What follows belongs to an exercise in optimizing a design on an open flow for small area; a production flow would make more cautious choices. Function was checked by simulation only, so behaviour that the tests miss may differ from the original. Power figures rest on the tool's default switching activity, not on a simulated workload.

==> raven <==
==> flow/design.v <==
package nvme_host_pkg;
  localparam int host_addr_bits = 8;
  typedef enum logic [host_addr_bits-1:0] {
    CONTROL   = 8'h00,
    STATUS    = 8'h04,
    SQ_LEVEL  = 8'h08,
    DPTR_LOW  = 8'h10,
    DPTR_HIGH = 8'h14,
    LBA_LOW   = 8'h18,
    LBA_HIGH  = 8'h1C,
    NLB       = 8'h20,
    COMMAND   = 8'h24
  } reg_addr_e;
  localparam int ctrl_error_on_full = 0;
  localparam int ctrl_clear_error   = 1;
  localparam int stat_sq_overflow   = 0;
  localparam int stat_sq_full       = 4;
  localparam int cmd_type_bit   = 0;
  localparam int cmd_queue_lsb  = 4;
  localparam int cmd_action_lsb = 8;
  typedef enum logic [7:0] {
    NVME_WRITE = 8'h01,
    NVME_READ  = 8'h02
  } nvme_opcode_e;
  localparam int cqe_sq_head_lsb = 64;
  localparam int cqe_cid_lsb     = 96;
  localparam logic [31:0] doorbell_base = 32'h0000_1000;
  function automatic logic [31:0] doorbell_addr(input int q, input logic is_cq);
    doorbell_addr = doorbell_base + 8 * (q + 1) + (is_cq ? 4 : 0);
  endfunction
  function automatic int rx_cq_limit(input int num_queues, input int sq_depth);
    rx_cq_limit = num_queues * sq_depth;
  endfunction
endpackage
`timescale 1ns/10ps
import nvme_host_pkg::*;
module nvme_host_slave #(
  parameter int NUM_QUEUES = 2,
  parameter int SQ_DEPTH   = 16,
  parameter int TX_ADDR_BITS = $clog2(NUM_QUEUES * SQ_DEPTH * 4),
  parameter int RX_ADDR_BITS = $clog2(NUM_QUEUES * SQ_DEPTH) + 1
) (
  input  logic                      axi_aclk,
  input  logic                      axi_aresetn,
  input  logic [host_addr_bits-1:0] awaddr,
  input  logic                      awvalid,
  output logic                      awready,
  input  logic [31:0]               wdata,
  input  logic [3:0]                wstrb,
  input  logic                      wvalid,
  output logic                      wready,
  output logic [1:0]                bresp,
  output logic                      bvalid,
  input  logic                      bready,
  input  logic [host_addr_bits-1:0] araddr,
  input  logic                      arvalid,
  output logic                      arready,
  output logic [31:0]               rdata,
  output logic [1:0]                rresp,
  output logic                      rvalid,
  input  logic                      rready,
  output logic [3:0]                tx_write,
  output logic [TX_ADDR_BITS-1:0]   tx_waddr,
  output logic [127:0]              tx_wdata,
  input  logic                      rx_write_valid,
  input  logic [RX_ADDR_BITS-1:0]   rx_waddr,
  input  logic [127:0]              rx_wdata,
  output logic                      pcie_write,
  output logic [31:0]               pcie_waddr,
  output logic [31:0]               pcie_wdata,
  input  logic                      pcie_wdone
);
  localparam logic [3:0] R_CTRL = 4'd0;
  localparam logic [3:0] R_STAT = 4'd1;
  localparam logic [3:0] R_LVL  = 4'd2;
  localparam logic [3:0] R_DLO  = 4'd3;
  localparam logic [3:0] R_DHI  = 4'd4;
  localparam logic [3:0] R_LLO  = 4'd5;
  localparam logic [3:0] R_LHI  = 4'd6;
  localparam logic [3:0] R_NLB  = 4'd7;
  localparam logic [3:0] R_CMD  = 4'd8;
  localparam logic [3:0] R_BAD  = 4'd15;
  function automatic logic [3:0] reg_code(input logic [7:0] a);
    case (a)
      8'h00:   reg_code = R_CTRL;
      8'h04:   reg_code = R_STAT;
      8'h08:   reg_code = R_LVL;
      8'h10:   reg_code = R_DLO;
      8'h14:   reg_code = R_DHI;
      8'h18:   reg_code = R_LLO;
      8'h1C:   reg_code = R_LHI;
      8'h20:   reg_code = R_NLB;
      8'h24:   reg_code = R_CMD;
      default: reg_code = R_BAD;
    endcase
  endfunction
  logic        armed;       
  logic        aw_got, w_got;
  logic        st_b1;       
  logic        st_b2;       
  logic        bv, rv;      
  logic        we;
  logic [3:0]  wa, ra;
  logic [31:0] wd;
  logic        err;
  logic [7:0]  lvl_snap;
  logic [31:2] ctrl_hi;
  logic        eof;
  logic        overflow;
  logic [31:0] dptr_lo, dptr_hi, lba_lo, lba_hi, nlb_q, command;
  logic [7:0]  seq   [16];
  logic [15:0] seq_v;
  logic        pend;
  logic        bw, t0, t1, t2, t3;
  logic [3:0]  tail [2];
  logic [3:0]  head [2];
  logic [3:0]  cqh  [2];
  logic [3:0]  db_req;
  logic        db_wait;
  logic [1:0]  sel;
  logic [3:0]  db_val;
  logic idle, aw_hs, w_hs, ar_hs, aw_have, w_have, go_rd, go_wr;
  assign idle    = ~(st_b1 | st_b2 | pend | bv | rv);
  assign awready = armed & ~aw_got;
  assign wready  = armed & ~w_got;
  assign arready = armed & ~aw_got & ~w_got;
  assign aw_hs   = awvalid & awready;
  assign w_hs    = wvalid & wready;
  assign ar_hs   = arvalid & arready;
  assign aw_have = aw_got | aw_hs;
  assign w_have  = w_got | w_hs;
  assign go_rd   = idle & ar_hs;
  assign go_wr   = idle & ~ar_hs & aw_have & w_have;
  assign bvalid = bv;
  assign rvalid = rv;
  assign bresp  = {err, 1'b0};
  assign rresp  = {err, 1'b0};
  logic [3:0] lvl0, lvl1;
  logic [1:0] full;
  assign lvl0 = tail[0] - head[0];
  assign lvl1 = tail[1] - head[1];
  assign full = {&lvl1, &lvl0};
  logic [3:0] a_code;
  logic       cmd_q;
  assign a_code = command[11:8];
  assign cmd_q  = command[4];
  logic wr_cmd_err, b1_err, cmd_go;
  assign wr_cmd_err = full[wd[4]] & eof;
  always_comb begin
    if (we) begin
      case (wa)
        R_CTRL, R_DLO, R_DHI, R_LLO, R_LHI, R_NLB: b1_err = 1'b0;
        R_CMD:   b1_err = wr_cmd_err;
        default: b1_err = 1'b1;
      endcase
    end else begin
      b1_err = (ra == R_BAD);
    end
  end
  assign cmd_go = pend & ~full[cmd_q];
  always_ff @(posedge axi_aclk or negedge axi_aresetn) begin
    if (!axi_aresetn) begin
      armed    <= 1'b0;
      aw_got   <= 1'b0;
      w_got    <= 1'b0;
      st_b1    <= 1'b0;
      st_b2    <= 1'b0;
      bv       <= 1'b0;
      rv       <= 1'b0;
      pend     <= 1'b0;
      eof      <= 1'b0;
      ctrl_hi  <= '0;
      overflow <= 1'b0;
    end else begin
      armed <= idle & ~go_rd & ~go_wr;
      if (idle) begin
        if (aw_hs) aw_got <= 1'b1;
        if (w_hs)  w_got  <= 1'b1;
        if (go_wr) begin
          aw_got <= 1'b0;
          w_got  <= 1'b0;
        end
      end
      st_b1 <= go_rd | go_wr;
      st_b2 <= (st_b1 & ~(we & (wa == R_CMD) & ~wr_cmd_err)) | cmd_go;
      if (st_b1 & we & (wa == R_CMD) & ~wr_cmd_err) pend <= 1'b1;
      if (cmd_go) pend <= 1'b0;
      if (st_b2) begin
        bv <= we;
        rv <= ~we;
      end
      if (bv & bready) bv <= 1'b0;
      if (rv & rready) rv <= 1'b0;
      if (st_b1 & we) begin
        if (wa == R_CTRL) begin
          eof     <= wd[0];
          ctrl_hi <= wd[31:2];
          if (wd[1]) overflow <= 1'b0;
        end
        if (wa == R_CMD && wr_cmd_err) overflow <= 1'b1;
      end
    end
  end
  always_ff @(posedge axi_aclk) begin
    if (go_rd | go_wr) we <= go_wr;
    if (aw_hs) wa <= reg_code(awaddr);
    if (ar_hs) ra <= reg_code(araddr);
    if (w_hs)  wd <= wdata & {{8{wstrb[3]}}, {8{wstrb[2]}}, {8{wstrb[1]}}, {8{wstrb[0]}}};
    if (st_b1) begin
      err      <= b1_err;
      lvl_snap <= {lvl1, lvl0};
    end
    if (st_b1 & we) begin
      case (wa)
        R_DLO: dptr_lo <= wd;
        R_DHI: dptr_hi <= wd;
        R_LLO: lba_lo  <= wd;
        R_LHI: lba_hi  <= wd;
        R_NLB: nlb_q   <= wd;
        R_CMD: command <= wd;
        default: ;
      endcase
    end
  end
  always_comb begin
    rdata = '0;
    case (ra)
      R_CTRL: rdata = {ctrl_hi, 1'b0, eof};
      R_STAT: rdata = {26'd0, &lvl_snap[7:4], &lvl_snap[3:0], 3'd0, overflow};
      R_LVL:  rdata = {16'd0, 4'd0, lvl_snap[7:4], 4'd0, lvl_snap[3:0]};
      R_DLO:  rdata = dptr_lo;
      R_DHI:  rdata = dptr_hi;
      R_LLO:  rdata = lba_lo;
      R_LHI:  rdata = lba_hi;
      R_NLB:  rdata = nlb_q;
      R_CMD:  rdata = command;
      default: rdata = '0;
    endcase
  end
  logic [7:0] seq_cur;
  assign seq_cur = seq_v[a_code] ? seq[a_code] : 8'd0;
  always_ff @(posedge axi_aclk or negedge axi_aresetn) begin
    if (!axi_aresetn) begin
      bw    <= 1'b0;
      t0    <= 1'b0;
      t1    <= 1'b0;
      t2    <= 1'b0;
      t3    <= 1'b0;
      seq_v <= '0;
    end else begin
      bw <= cmd_go;
      t0 <= bw;
      t1 <= t0;
      t2 <= t1;
      t3 <= t2;
      if (t0) seq_v[a_code] <= 1'b1;
    end
  end
  always_ff @(posedge axi_aclk) begin
    if (t0) seq[a_code] <= seq_cur + 8'd1;
  end
  assign tx_write = {4{t0 | t1 | t2 | t3}};
  assign tx_waddr = {cmd_q, tail[cmd_q], t2 | t3, t1 | t3};
  assign tx_wdata = {({dptr_hi, dptr_lo} & {64{t1}}) | ({lba_hi, lba_lo} & {64{t2}}),
                     32'd0,
                     {seq_cur, a_code, 3'b000, cmd_q} & {16{t0}},
                     (nlb_q[15:0] & {16{t3}}) | {14'd0, t0 & ~command[0], t0 & command[0]}};
  logic       cqe_hit;
  logic       cqe_q;
  logic [3:0] db_done;
  assign cqe_hit = rx_write_valid & ~rx_waddr[RX_ADDR_BITS-1];
  assign cqe_q   = rx_wdata[cqe_cid_lsb];
  always_comb begin
    db_done = '0;
    if (db_wait & pcie_wdone) db_done[sel] = 1'b1;
  end
  always_ff @(posedge axi_aclk or negedge axi_aresetn) begin
    if (!axi_aresetn) begin
      db_req  <= '0;
      tail[0] <= '0;
      tail[1] <= '0;
      head[0] <= '0;
      head[1] <= '0;
      cqh[0]  <= '0;
      cqh[1]  <= '0;
    end else begin
      db_req <= db_req & ~db_done;
      if (t3) begin
        tail[cmd_q]     <= tail[cmd_q] + 4'd1;
        db_req[2 + cmd_q] <= 1'b1;
      end
      if (cqe_hit) begin
        head[cqe_q]   <= rx_wdata[cqe_sq_head_lsb +: 4];
        cqh[cqe_q]    <= cqh[cqe_q] + 4'd1;
        db_req[cqe_q] <= 1'b1;
      end
    end
  end
  logic [1:0] pick;
  logic [3:0] pick_val;
  always_comb begin
    if (db_req[0])      pick = 2'd0;
    else if (db_req[1]) pick = 2'd1;
    else if (db_req[2]) pick = 2'd2;
    else                pick = 2'd3;
    case (pick)
      2'd0:    pick_val = cqh[0];
      2'd1:    pick_val = cqh[1];
      2'd2:    pick_val = tail[0];
      default: pick_val = tail[1];
    endcase
  end
  always_ff @(posedge axi_aclk or negedge axi_aresetn) begin
    if (!axi_aresetn) begin
      db_wait    <= 1'b0;
      pcie_write <= 1'b0;
    end else begin
      pcie_write <= ~db_wait & (|db_req);
      if (~db_wait & (|db_req)) db_wait <= 1'b1;
      else if (db_wait & pcie_wdone) db_wait <= 1'b0;
    end
  end
  always_ff @(posedge axi_aclk) begin
    if (~db_wait) begin
      sel    <= pick;
      db_val <= pick_val;
    end
  end
  assign pcie_waddr = {19'd0, 1'b1, 7'd0, sel[0], ~sel[0], ~sel[1], 2'b00};
  assign pcie_wdata = {28'd0, db_val};
endmodule
==> flow/run.sh <==
#!/bin/bash
# synth_recipe.tcl (not shown) runs the flow's synth.tcl, then flattens the netlist and writes it again
# the make line also repeats each setting of config.mk as NAME=value (left out here)
make -C /OpenROAD-flow-scripts/flow DESIGN_CONFIG=/design/flow/config.mk WORK_HOME=/design/flow/orfs CLKGATE_MAP_FILE= SYNTH_SCRIPT=/design/flow/synth_recipe.tcl finish
==> flow/config.mk <==
export PLATFORM = sky130hd
export DESIGN_NAME = nvme_host_slave
export DESIGN_NICKNAME = nvme_host_slave
export VERILOG_FILES = /design/flow/design.v
export SDC_FILE = /design/flow/constraint.sdc
export NUM_CORES = 4
export LEC_CHECK = 0
export CAP_MARGIN = 20
export CORE_MARGIN = 2
export CORE_UTILIZATION = 40
export SLEW_MARGIN = 20
==> flow/constraint.sdc <==
create_clock -name core_clock -period 8.0 [get_ports {axi_aclk}]
set_input_delay 1.6000 -clock core_clock [delete_from_list [all_inputs] [get_ports {axi_aclk}]]
set_output_delay 1.6000 -clock core_clock [all_outputs]
set_load 0.01 [all_outputs]
==> inputs of amber, as changes to raven <==
--- a/flow/design.v
+++ b/flow/design.v
@@ -105,6 +105,8 @@
   logic        err;
   logic [7:0]  lvl_snap;
   logic [31:2] ctrl_hi;
+  logic        eof_q;       
+  logic        ctrl_ok;     
   logic        eof;
   logic        overflow;
   logic [31:0] dptr_lo, dptr_hi, lba_lo, lba_hi, nlb_q, command;
@@ -140,6 +142,7 @@
   assign lvl0 = tail[0] - head[0];
   assign lvl1 = tail[1] - head[1];
   assign full = {&lvl1, &lvl0};
+  assign eof = eof_q & ctrl_ok;
   logic [3:0] a_code;
   logic       cmd_q;
   assign a_code = command[11:8];
@@ -168,8 +171,7 @@
       bv       <= 1'b0;
       rv       <= 1'b0;
       pend     <= 1'b0;
-      eof      <= 1'b0;
-      ctrl_hi  <= '0;
+      ctrl_ok  <= 1'b0;
       overflow <= 1'b0;
     end else begin
       armed <= idle & ~go_rd & ~go_wr;
@@ -193,8 +195,7 @@
       if (rv & rready) rv <= 1'b0;
       if (st_b1 & we) begin
         if (wa == R_CTRL) begin
-          eof     <= wd[0];
-          ctrl_hi <= wd[31:2];
+          ctrl_ok <= 1'b1;
           if (wd[1]) overflow <= 1'b0;
         end
         if (wa == R_CMD && wr_cmd_err) overflow <= 1'b1;
@@ -218,25 +219,33 @@
         R_LHI: lba_hi  <= wd;
         R_NLB: nlb_q   <= wd;
         R_CMD: command <= wd;
+        R_CTRL: begin
+          eof_q   <= wd[0];
+          ctrl_hi <= wd[31:2];
+        end
         default: ;
       endcase
     end
   end
-  always_comb begin
-    rdata = '0;
-    case (ra)
-      R_CTRL: rdata = {ctrl_hi, 1'b0, eof};
-      R_STAT: rdata = {26'd0, &lvl_snap[7:4], &lvl_snap[3:0], 3'd0, overflow};
-      R_LVL:  rdata = {16'd0, 4'd0, lvl_snap[7:4], 4'd0, lvl_snap[3:0]};
-      R_DLO:  rdata = dptr_lo;
-      R_DHI:  rdata = dptr_hi;
-      R_LLO:  rdata = lba_lo;
-      R_LHI:  rdata = lba_hi;
-      R_NLB:  rdata = nlb_q;
-      R_CMD:  rdata = command;
-      default: rdata = '0;
-    endcase
-  end
+  logic rs_ctrl, rs_stat, rs_lvl, rs_cmd;
+  logic s_dlo, s_dhi, s_llo, s_lhi, s_nlb;
+  logic [31:0] x_lo, x_hi, x_nlb;
+  assign rs_ctrl = rv & (ra == R_CTRL) & ctrl_ok;
+  assign rs_stat = rv & (ra == R_STAT);
+  assign rs_lvl  = rv & (ra == R_LVL);
+  assign rs_cmd  = rv & (ra == R_CMD);
+  assign s_dlo   = t1 | (rv & (ra == R_DLO));
+  assign s_dhi   = t1 | (rv & (ra == R_DHI));
+  assign s_llo   = t2 | (rv & (ra == R_LLO));
+  assign s_lhi   = t2 | (rv & (ra == R_LHI));
+  assign s_nlb   = t3 | (rv & (ra == R_NLB));
+  assign x_lo    = (dptr_lo & {32{s_dlo}}) | (lba_lo & {32{s_llo}});
+  assign x_hi    = (dptr_hi & {32{s_dhi}}) | (lba_hi & {32{s_lhi}});
+  assign x_nlb   = nlb_q & {32{s_nlb}};
+  assign rdata = x_lo | x_hi | x_nlb | (command & {32{rs_cmd}}) |
+                 ({ctrl_hi, 1'b0, eof_q} & {32{rs_ctrl}}) |
+                 ({26'd0, &lvl_snap[7:4], &lvl_snap[3:0], 3'd0, overflow} & {32{rs_stat}}) |
+                 ({20'd0, lvl_snap[7:4], 4'd0, lvl_snap[3:0]} & {32{rs_lvl}});
   logic [7:0] seq_cur;
   assign seq_cur = seq_v[a_code] ? seq[a_code] : 8'd0;
   always_ff @(posedge axi_aclk or negedge axi_aresetn) begin
@@ -261,10 +270,9 @@
   end
   assign tx_write = {4{t0 | t1 | t2 | t3}};
   assign tx_waddr = {cmd_q, tail[cmd_q], t2 | t3, t1 | t3};
-  assign tx_wdata = {({dptr_hi, dptr_lo} & {64{t1}}) | ({lba_hi, lba_lo} & {64{t2}}),
-                     32'd0,
+  assign tx_wdata = {x_hi, x_lo, 32'd0,
                      {seq_cur, a_code, 3'b000, cmd_q} & {16{t0}},
-                     (nlb_q[15:0] & {16{t3}}) | {14'd0, t0 & ~command[0], t0 & command[0]}};
+                     x_nlb[15:0] | {14'd0, t0 & ~command[0], t0 & command[0]}};
   logic       cqe_hit;
   logic       cqe_q;
   logic [3:0] db_done;
==> flow/flow/run.sh (new file) <==
#!/bin/bash
# Standard layout with buf_1 port buffers and a clock tree without dummy loads.
# The tools' output goes to standard.log in the work folder.
export BUFFER_PORTS_ARGS="-buffer_cell sky130_fd_sc_hd__buf_1"
export CTS_ARGS="-sink_clustering_enable -repair_clock_nets -dont_use_dummy_load -sink_clustering_size 28 -sink_clustering_max_diameter 80 -buf_list sky130_fd_sc_hd__clkbuf_16"
bash standard.sh > standard.log 2>&1
==> flow/standard.sh (new file) <==
#!/bin/bash
# synth_recipe.tcl (not shown) runs the flow's synth.tcl, then flattens the netlist and writes it again
# the make line also repeats each setting of config.mk as NAME=value (left out here)
make -C /OpenROAD-flow-scripts/flow DESIGN_CONFIG=/design/flow/config.mk WORK_HOME=/design/flow/orfs CLKGATE_MAP_FILE= SYNTH_SCRIPT=/design/flow/synth_recipe.tcl "${@:-finish}"
CORE_UTILIZATION = 60   (was 40)
CTS_BUF_LIST = sky130_fd_sc_hd__clkbuf_16   (was not set)
CTS_CLUSTER_DIAMETER = 80   (was not set)
CTS_CLUSTER_SIZE = 28   (was not set)
removed: flow/run.sh
==> run summary <==
| quantity | raven | amber |
|---|---|---|
| Run status | no timing/DRC/antenna violations | no timing/DRC/antenna violations |
| Worst setup timing slack at the placement stage | 3.286 ns | 3.736 ns |
| Pin count of the biggest net entering global routing | 66 | 62 |
| Die height | 229.2 µm | 184.9 µm |
| Compound-cell area share of the yosys netlist | 9.785% | 7.812% |
| CTS Buf Count | 49 | 21 |
| Tcrit/Tclk final | 66.73% | 59.95% |
| Async set or reset register ratio after synthesis | 19.32% | 12.92% |
| Final Critical Period | 5.338 ns | 4.796 ns |
| Top achievable clock speed | 187.3 MHz | 208.5 MHz |
| Cell Area, Placed | 22,830 µm² | 20,550 µm² |
| Final Worst Setup Slack | 2.662 ns | 3.204 ns |
| Global-route usage over all layers | 20.28% | 24.74% |
| Bufs and invs on worst path | 2 | 1 |
| Count of mapped cells out of synthesis | 1,364 | 1,240 |
| Power Total | 5901 µW | 4670 µW |

## what the ideal ports hide
How much do the figures lean on ideal ports? The routed layouts below were timed once more, with nothing changed but the port constraints. Step 1: set_driving_cell puts a clkbuf_16 on axi_aclk and a buf_2 on each other input, an assumption about the parent block. Step 2 times the ports against the registers' clock, not the clock port: input delays grow and output delays shrink by t, the midpoint of the rising clock arrivals with the driver on. Three values: no drivers, after step 1, after step 2; two values: the first two.
run	t, ns	setup slack, ns	slew at the worst register clock pin (ns)	worst data-port slew with drivers (ns)	cell pins on the clock port's net
raven	0.655	2.662 / 2.608 / 3.262	0.06 / 0.06	0.10	1
amber	0.579	3.204 / 3.147 / 3.725	0.11 / 0.11	0.08	1
After both steps setup and hold are still met in every run listed.
